What follows belongs to an exercise in optimizing a design on an open flow for small area, a short achievable clock period and few clock cycles per item; a production flow would make more cautious choices. In this exercise RTL edits were held to simulation tests only and were not proved equivalent to the original. Power is estimated from default activity; no workload was simulated.

==> run a <==
Design per_sensor_window_average_threshold_top, start of the top module:
module per_sensor_window_average_threshold_top #(
    parameter int NUM_SENSORS = psw_pkg::NUM_SENSORS_DEF,
    parameter int WINDOW_LEN  = psw_pkg::WINDOW_LEN_DEF
) (
    input  logic                            aclk,
    input  logic                            aresetn,
    input  logic                            s_valid,
    output logic                            s_ready,
    input  logic [psw_pkg::SENSOR_W-1:0]    s_sensor_id,
    input  logic [psw_pkg::SAMPLE_W-1:0]    s_sample,
    output logic                            m_valid,
    input  logic                            m_ready,
    output logic [psw_pkg::SENSOR_W-1:0]    m_report_sensor,
    output logic                            m_report_kind,
    output logic [psw_pkg::SAMPLE_W-1:0]    m_value,
    output logic                            m_last,
    input  logic                            psel,
    input  logic                            penable,
    input  logic                            pwrite,
    input  logic [psw_pkg::APB_ADDR_W-1:0]  paddr,
    input  logic [psw_pkg::APB_DATA_W-1:0]  pwdata,
    output logic [psw_pkg::APB_DATA_W-1:0]  prdata,
    output logic                            pready
);
==> flow/config.mk <==
export PLATFORM = sky130hd
export DESIGN_NAME = per_sensor_window_average_threshold_top
export DESIGN_NICKNAME = per_sensor_window_average_threshold_top
export VERILOG_FILES = /design/flow/design.v
export SDC_FILE = /design/flow/constraint.sdc
export NUM_CORES = 4
export LEC_CHECK = 0
export ABC_CLOCK_PERIOD_IN_PS = 3000
export CAP_MARGIN = 20
export CORE_MARGIN = 2
export CORE_UTILIZATION = 40
export SETUP_SLACK_MARGIN = 3.5
export SLEW_MARGIN = 20
==> flow/constraint.sdc <==
create_clock -name core_clock -period 7.0 [get_ports {aclk}]
set_input_delay 1.4000 -clock core_clock [delete_from_list [all_inputs] [get_ports {aclk}]]
set_output_delay 1.4000 -clock core_clock [all_outputs]
set_load 0.01 [all_outputs]
run.sh (not shown) runs the stock make flow with config.mk's settings and CLKGATE_MAP_FILE= SYNTH_SCRIPT=/design/flow/synth_recipe.tcl, a recipe that flattens the netlist after the stock synthesis.
==> run b (differences from run a) <==
--- a/flow/design.v
+++ b/flow/design.v
@@ -29,12 +29,14 @@
     } psw_ctrl_t;
 endpackage
 module psw_div (
     input  logic [18:0] v,
     input  logic        d3,
     input  logic        d5,
+    output logic [15:0] q3,
+    output logic [15:0] q5,
     output logic [15:0] quotient
 );
     function automatic logic [2:0] add_mod3(input logic [2:0] a, input logic [2:0] b);
         logic [2:0] r;
         for (int k = 0; k < 3; k++) begin
             r[k] = 1'b0;
@@ -141,17 +143,75 @@
                 end
             end
             q[4*i +: 4] = qd;
         end
         div5 = q[15:0];
     endfunction
-    logic [17:0] q3;
-    logic [15:0] q5;
-    assign q3 = div3(v[17:0]);
-    assign q5 = div5(v);
-    assign quotient = d5 ? q5 : (d3 ? q3[15:0] : v[15:0]);
+    logic [17:0] q3_full;
+    assign q3_full  = div3(v[17:0]);
+    assign q3       = q3_full[15:0];
+    assign q5       = div5(v);
+    assign quotient = d5 ? q5 : (d3 ? q3 : v[15:0]);
+endmodule
+module psw_prefix #(
+    parameter int W = 20
+) (
+    input  logic [W-1:0] g_in,
+    input  logic [W-1:0] p_in,
+    output logic [W-1:0] co
+);
+    logic [W-1:0] g, p, gn, pn;
+    always_comb begin
+        g = g_in;
+        p = p_in;
+        for (int s = 1; s < W; s = s * 2) begin
+            for (int i = 0; i < W; i++) begin
+                if (i >= s) begin
+                    gn[i] = g[i] | (p[i] & g[i-s]);
+                    pn[i] = p[i] & p[i-s];
+                end else begin
+                    gn[i] = g[i];
+                    pn[i] = p[i];
+                end
+            end
+            g = gn;
+            p = pn;
+        end
+        co = g;
+    end
+endmodule
+module psw_add (
+    input  logic [18:0] a,
+    input  logic [18:0] b,
+    output logic [18:0] sum
+);
+    logic [18:0] c;
+    psw_prefix #(.W(19)) u_pre (
+        .g_in (a & b),
+        .p_in (a ^ b),
+        .co   (c)
+    );
+    assign sum = (a ^ b) ^ {c[17:0], 1'b0};
+endmodule
+module psw_below (
+    input  logic [18:0] x,
+    input  logic [18:0] y,
+    input  logic [18:0] thr_n,
+    output logic        below
+);
+    logic [19:0] u, v, g, p, c;
+    assign u = {1'b0, x ^ y ^ ~thr_n};
+    assign v = {(x & y) | (x & ~thr_n) | (y & ~thr_n), 1'b0};
+    assign p = u ^ v;
+    assign g = (u & v) | {19'd0, p[0]};
+    psw_prefix #(.W(20)) u_pre (
+        .g_in (g),
+        .p_in (p),
+        .co   (c)
+    );
+    assign below = !(p[19] ^ c[18]);
 endmodule
 module per_sensor_window_average_threshold_top #(
     parameter int NUM_SENSORS = psw_pkg::NUM_SENSORS_DEF,
     parameter int WINDOW_LEN  = psw_pkg::WINDOW_LEN_DEF
 ) (
     input  logic                            aclk,
@@ -251,45 +311,45 @@
     always_ff @(posedge aclk) begin
         if (take && !i_free) begin
             j_sid    <= s_sensor_id;
             j_sample <= s_sample;
         end
     end
-    logic [ROW_W-1:0]    win_mem  [NUM_SENSORS];
-    logic [CNT_W-1:0]    fill_reg [NUM_SENSORS];
+    logic [ROW_W-1:0]    win_mem    [NUM_SENSORS];
+    logic [CNT_W-1:0]    next_n_reg [NUM_SENSORS];
     logic [ROW_W-1:0]    in_row;
-    logic [CNT_W-1:0]    in_fill;
     logic [CNT_W-1:0]    in_n;
+    logic [CNT_W-1:0]    in_n_after;
     logic [WIN_W-1:0]    in_win;
     always_comb begin
-        in_row  = '0;
-        in_fill = '0;
+        in_row = '0;
+        in_n   = '0;
         for (int i = 0; i < NUM_SENSORS; i++) begin
-            in_row  = in_row  | (win_mem[i]  & {ROW_W{i_sel[i]}});
-            in_fill = in_fill | (fill_reg[i] & {CNT_W{i_sel[i]}});
+            in_row = in_row | (win_mem[i]    & {ROW_W{i_sel[i]}});
+            in_n   = in_n   | (next_n_reg[i] & {CNT_W{i_sel[i]}});
         end
     end
-    assign in_n = (in_fill == CNT_W'(WINDOW_LEN)) ? in_fill : in_fill + 1'b1;
+    assign in_n_after = (in_n == CNT_W'(WINDOW_LEN)) ? in_n : in_n + 1'b1;
     for (genvar i = 0; i < NUM_SENSORS; i++) begin : g_row
         always_ff @(posedge aclk) begin
             if (adv && i_sel[i]) begin
                 win_mem[i] <= {win_mem[i][ROW_W-SAMPLE_W-1:0], i_sample};
             end
         end
         always_ff @(posedge aclk) begin
             if (!aresetn) begin
-                fill_reg[i] <= '0;
+                next_n_reg[i] <= CNT_W'(1);
             end else if (adv && i_sel[i]) begin
-                fill_reg[i] <= in_n;
+                next_n_reg[i] <= in_n_after;
             end
         end
     end
     always_comb begin
         in_win = {in_row, i_sample};
         for (int k = 1; k < WINDOW_LEN; k++) begin
-            if (in_fill < CNT_W'(k)) begin
+            if (in_n <= CNT_W'(k)) begin
                 in_win[k*SAMPLE_W +: SAMPLE_W] = '0;
             end
         end
     end
     function automatic logic [2*SUM_W-1:0] csa(input logic [SUM_W-1:0] a,
                                                 input logic [SUM_W-1:0] b,
@@ -307,29 +367,16 @@
             w[k] = SUM_W'(in_win[k*SAMPLE_W +: SAMPLE_W]);
         end
     end
     assign {a1_s, a1_c} = csa(w[1], w[2], w[3]);
     assign {a2_s, a2_c} = csa(w[4], w[5], w[0]);
     assign {a3_s, a3_c} = csa(a1_s, a1_c, a2_s);
-    logic [SUM_W-1:0] thr_x1, thr_x3, thr_x5, in_thr_n;
-    assign thr_x1 = SUM_W'(thr_reg);
-    assign thr_x3 = thr_x1 + (thr_x1 << 1);
-    assign thr_x5 = thr_x1 + (thr_x1 << 2);
-    always_comb begin
-        case (in_n)
-            3'd1:    in_thr_n = thr_x1;
-            3'd2:    in_thr_n = thr_x1 << 1;
-            3'd3:    in_thr_n = thr_x3;
-            3'd4:    in_thr_n = thr_x1 << 2;
-            3'd5:    in_thr_n = thr_x5;
-            default: in_thr_n = thr_x3 << 1;
-        endcase
-    end
     logic [WIN_W-1:0]    r_win;
-    logic [SUM_W-1:0]    r_p, r_q, r_r, r_t;
+    logic [SUM_W-1:0]    r_p, r_q, r_r;
     logic [CNT_W-1:0]    r_n;
+    logic [5:0]          r_n_oh;
     logic [SENSOR_W-1:0] r_sid;
     always_ff @(posedge aclk) begin
         if (!aresetn) begin
             r_valid <= 1'b0;
         end else if (r_free) begin
             r_valid <= i_valid;
@@ -338,56 +385,48 @@
     always_ff @(posedge aclk) begin
         if (adv) begin
             r_win <= in_win;
             r_p   <= a3_s;
             r_q   <= a3_c;
             r_r   <= a2_c;
-            r_t   <= ~in_thr_n;
             r_n   <= in_n;
+            r_n_oh <= 6'(1 << (in_n - 1'b1));
             r_sid <= i_sid;
         end
     end
-    function automatic logic [SUM_W:0] ks_carry(input logic [SUM_W:0] g_in,
-                                                input logic [SUM_W:0] p_in);
-        logic [SUM_W:0] g, p, gn, pn;
-        g = g_in;
-        p = p_in;
-        for (int s = 1; s <= SUM_W; s = s * 2) begin
-            for (int i = 0; i <= SUM_W; i++) begin
-                if (i >= s) begin
-                    gn[i] = g[i] | (p[i] & g[i-s]);
-                    pn[i] = p[i] & p[i-s];
-                end else begin
-                    gn[i] = g[i];
-                    pn[i] = p[i];
-                end
-            end
-            g = gn;
-            p = pn;
+    logic [SUM_W-1:0] thr_x1, thr_x3, thr_x5, r_thr_n;
+    assign thr_x1 = SUM_W'(thr_reg);
+    always_ff @(posedge aclk) begin
+        if (!aresetn) begin
+            thr_x3 <= SUM_W'(psw_pkg::THRESHOLD_RESET) * 3;
+            thr_x5 <= SUM_W'(psw_pkg::THRESHOLD_RESET) * 5;
+        end else begin
+            thr_x3 <= thr_x1 + (thr_x1 << 1);
+            thr_x5 <= thr_x1 + (thr_x1 << 2);
         end
-        ks_carry = g;
-    endfunction
+    end
+    assign r_thr_n = ({SUM_W{r_n_oh[0]}} & thr_x1) |
+                     ({SUM_W{r_n_oh[1]}} & (thr_x1 << 1)) |
+                     ({SUM_W{r_n_oh[2]}} & thr_x3) |
+                     ({SUM_W{r_n_oh[3]}} & (thr_x1 << 2)) |
+                     ({SUM_W{r_n_oh[4]}} & thr_x5) |
+                     ({SUM_W{r_n_oh[5]}} & (thr_x3 << 1));
     logic [SUM_W-1:0] x, y, r_sum, r_v;
-    logic [SUM_W:0]   u, v, cg, cp, cc, sg, sp, sc;
     logic             r_below;
     assign {x, y} = csa(r_p, r_q, r_r);
-    always_comb begin
-        sg = {1'b0, x & y};
-        sp = {1'b0, x ^ y};
-        sc = ks_carry(sg, sp);
-    end
-    assign r_sum = sp[SUM_W-1:0] ^ {sc[SUM_W-2:0], 1'b0};
-    always_comb begin
-        u  = {1'b0, x ^ y ^ r_t};
-        v  = {(x & y) | (x & r_t) | (y & r_t), 1'b0};
-        cg = u & v;
-        cp = u ^ v;
-        cg[0] = cg[0] | cp[0];
-        cc = ks_carry(cg, cp);
-    end
-    assign r_below = !(cp[SUM_W] ^ cc[SUM_W-1]);
+    psw_add u_add (
+        .a   (x),
+        .b   (y),
+        .sum (r_sum)
+    );
+    psw_below u_below (
+        .x     (x),
+        .y     (y),
+        .thr_n (r_thr_n),
+        .below (r_below)
+    );
     always_comb begin
         case (r_n)
             3'd2, 3'd6: r_v = r_sum >> 1;
             3'd4:       r_v = r_sum >> 2;
             default:    r_v = r_sum;
         endcase
@@ -424,17 +463,31 @@
     logic                p_kind;
     logic                p_last;
     psw_div u_div (
         .v        (s_v),
         .d3       (s_d3),
         .d5       (s_d5),
+        .q3       (q3),
+        .q5       (q5),
         .quotient (avg)
     );
     assign p_kind  = s_below ? psw_pkg::KIND_AVG : psw_pkg::KIND_SAMPLE;
     assign p_value = s_below ? avg : s_win[s_e*SAMPLE_W +: SAMPLE_W];
     assign p_last  = s_below || s_last;
+    logic [SAMPLE_W-1:0] q3, q5, m_value_next;
+    logic                sel_k, sel_q3, sel_q5, sel_v, sel_w;
+    assign sel_k  = k_valid;
+    assign sel_q3 = !k_valid && s_below && s_d3;
+    assign sel_q5 = !k_valid && s_below && s_d5;
+    assign sel_v  = !k_valid && s_below && !s_d3 && !s_d5;
+    assign sel_w  = !k_valid && !s_below;
+    assign m_value_next = ({SAMPLE_W{sel_k}}  & k_value) |
+                          ({SAMPLE_W{sel_q3}} & q3) |
+                          ({SAMPLE_W{sel_q5}} & q5) |
+                          ({SAMPLE_W{sel_v}}  & s_v[SAMPLE_W-1:0]) |
+                          ({SAMPLE_W{sel_w}}  & s_win[s_e*SAMPLE_W +: SAMPLE_W]);
     logic                m_valid_reg;
     logic [SENSOR_W-1:0] m_sensor_reg;
     logic                m_kind_reg;
     logic [SAMPLE_W-1:0] m_value_reg;
     logic                m_last_reg;
     logic [SENSOR_W-1:0] k_sensor;
@@ -456,18 +509,18 @@
     end
     always_ff @(posedge aclk) begin
         if (head_free) begin
             if (k_valid) begin
                 m_sensor_reg <= k_sensor;
                 m_kind_reg   <= k_kind;
-                m_value_reg  <= k_value;
+                m_value_reg  <= m_value_next;
                 m_last_reg   <= k_last;
             end else if (push) begin
                 m_sensor_reg <= s_sid;
                 m_kind_reg   <= p_kind;
-                m_value_reg  <= p_value;
+                m_value_reg  <= m_value_next;
                 m_last_reg   <= p_last;
             end
         end
     end
     always_ff @(posedge aclk) begin
         if (push && !head_free) begin
ABC_CLOCK_PERIOD_IN_PS = 2000   (was 3000)
CORE_UTILIZATION = 55   (was 40)
SETUP_SLACK_MARGIN = 3.7   (was 3.5)
SYNTH_HIERARCHICAL = 1   (was not set)
SYNTH_MINIMUM_KEEP_SIZE = 0   (was not set)
==> notes <==
- Against run b, the area after synthesis of run a is smaller by 1.5%.
- Of run b and run a, run b has the higher sequential cell count (gap 23).
- Core utilization: run b is higher than run a (18 points).
- In run b the fmax is smaller than in run a, by about 4%.
- Between run b and run a, the lower critical path depth is in run a (gap 3).
- Between run b and run a, the lower synthesized cell count is in run a (gap 0.21%, measured against run a).
- Of run a and run b, run a has the higher sequential share of layout area (gap 0.27 points).
==> figures <==
Average detailed-routed wire length per instance: run b 32.46 um; run a 30.15 um
Worst path depth: run b 17; run a 14
Crit-path most repeated cell: run b buf_4; run a a21oi_2
FFs & Latches: run b 1786; run a 1763
Leakage Power: run b 0.03006 uW; run a 0.02975 uW
Result of the run: run b finished clean; run a finished clean
Crit path buffers/inverters: run b 5; run a 0
Worst reg2reg endpoint: run b k_value[5]; run a s_v[16]
Global-route usage over all layers: run b 0.3317; run a 0.2378
Part of the power in the clock network: run b 0.287; run a 0.268
Cells after synthesis: run b 4740; run a 4730
Maximum clock frequency: run b 252.2 MHz; run a 263.2 MHz
Minimum clock period: run b 3.966 ns; run a 3.799 ns
Fillers: run b 9300; run a 15060
Seq/total area: run b 0.5985; run a 0.6012
Testbench counts of run a, summed over its fixed seeds: cycles 7,578, items 3,200.
Testbench counts of run b, summed over its fixed seeds: cycles 7,578, items 3,200.

-- port drivers added, routing unchanged --
No port has a modelled driver above. Below, the same layouts with a new extraction and two added sets of constraints. Step 1 sets driving cells, clkbuf_16 on the clock port and buf_2 on the other inputs (assumed; they add their load-dependent delay and slew). Step 2 adds t to the input delays and takes it off the output delays; t is the mean of the earliest and latest rising clock arrival at the registers after step 1. Input paths then give back, and output paths get back, about the clock's delay inside the block. Three values: ideal, step 1, step 2; two values: the first two.
run | t (ns) | setup slack, ns | clock arrival spread, ns | cell pins on the clock port's net
run a | 0.905 | 3.201 / 3.201 / 3.201 | 0.041 / 0.042 | 1
run b | 0.889 | 3.034 / 3.034 / 3.034 | 0.047 / 0.047 | 1
After both steps every run listed still meets setup and hold.
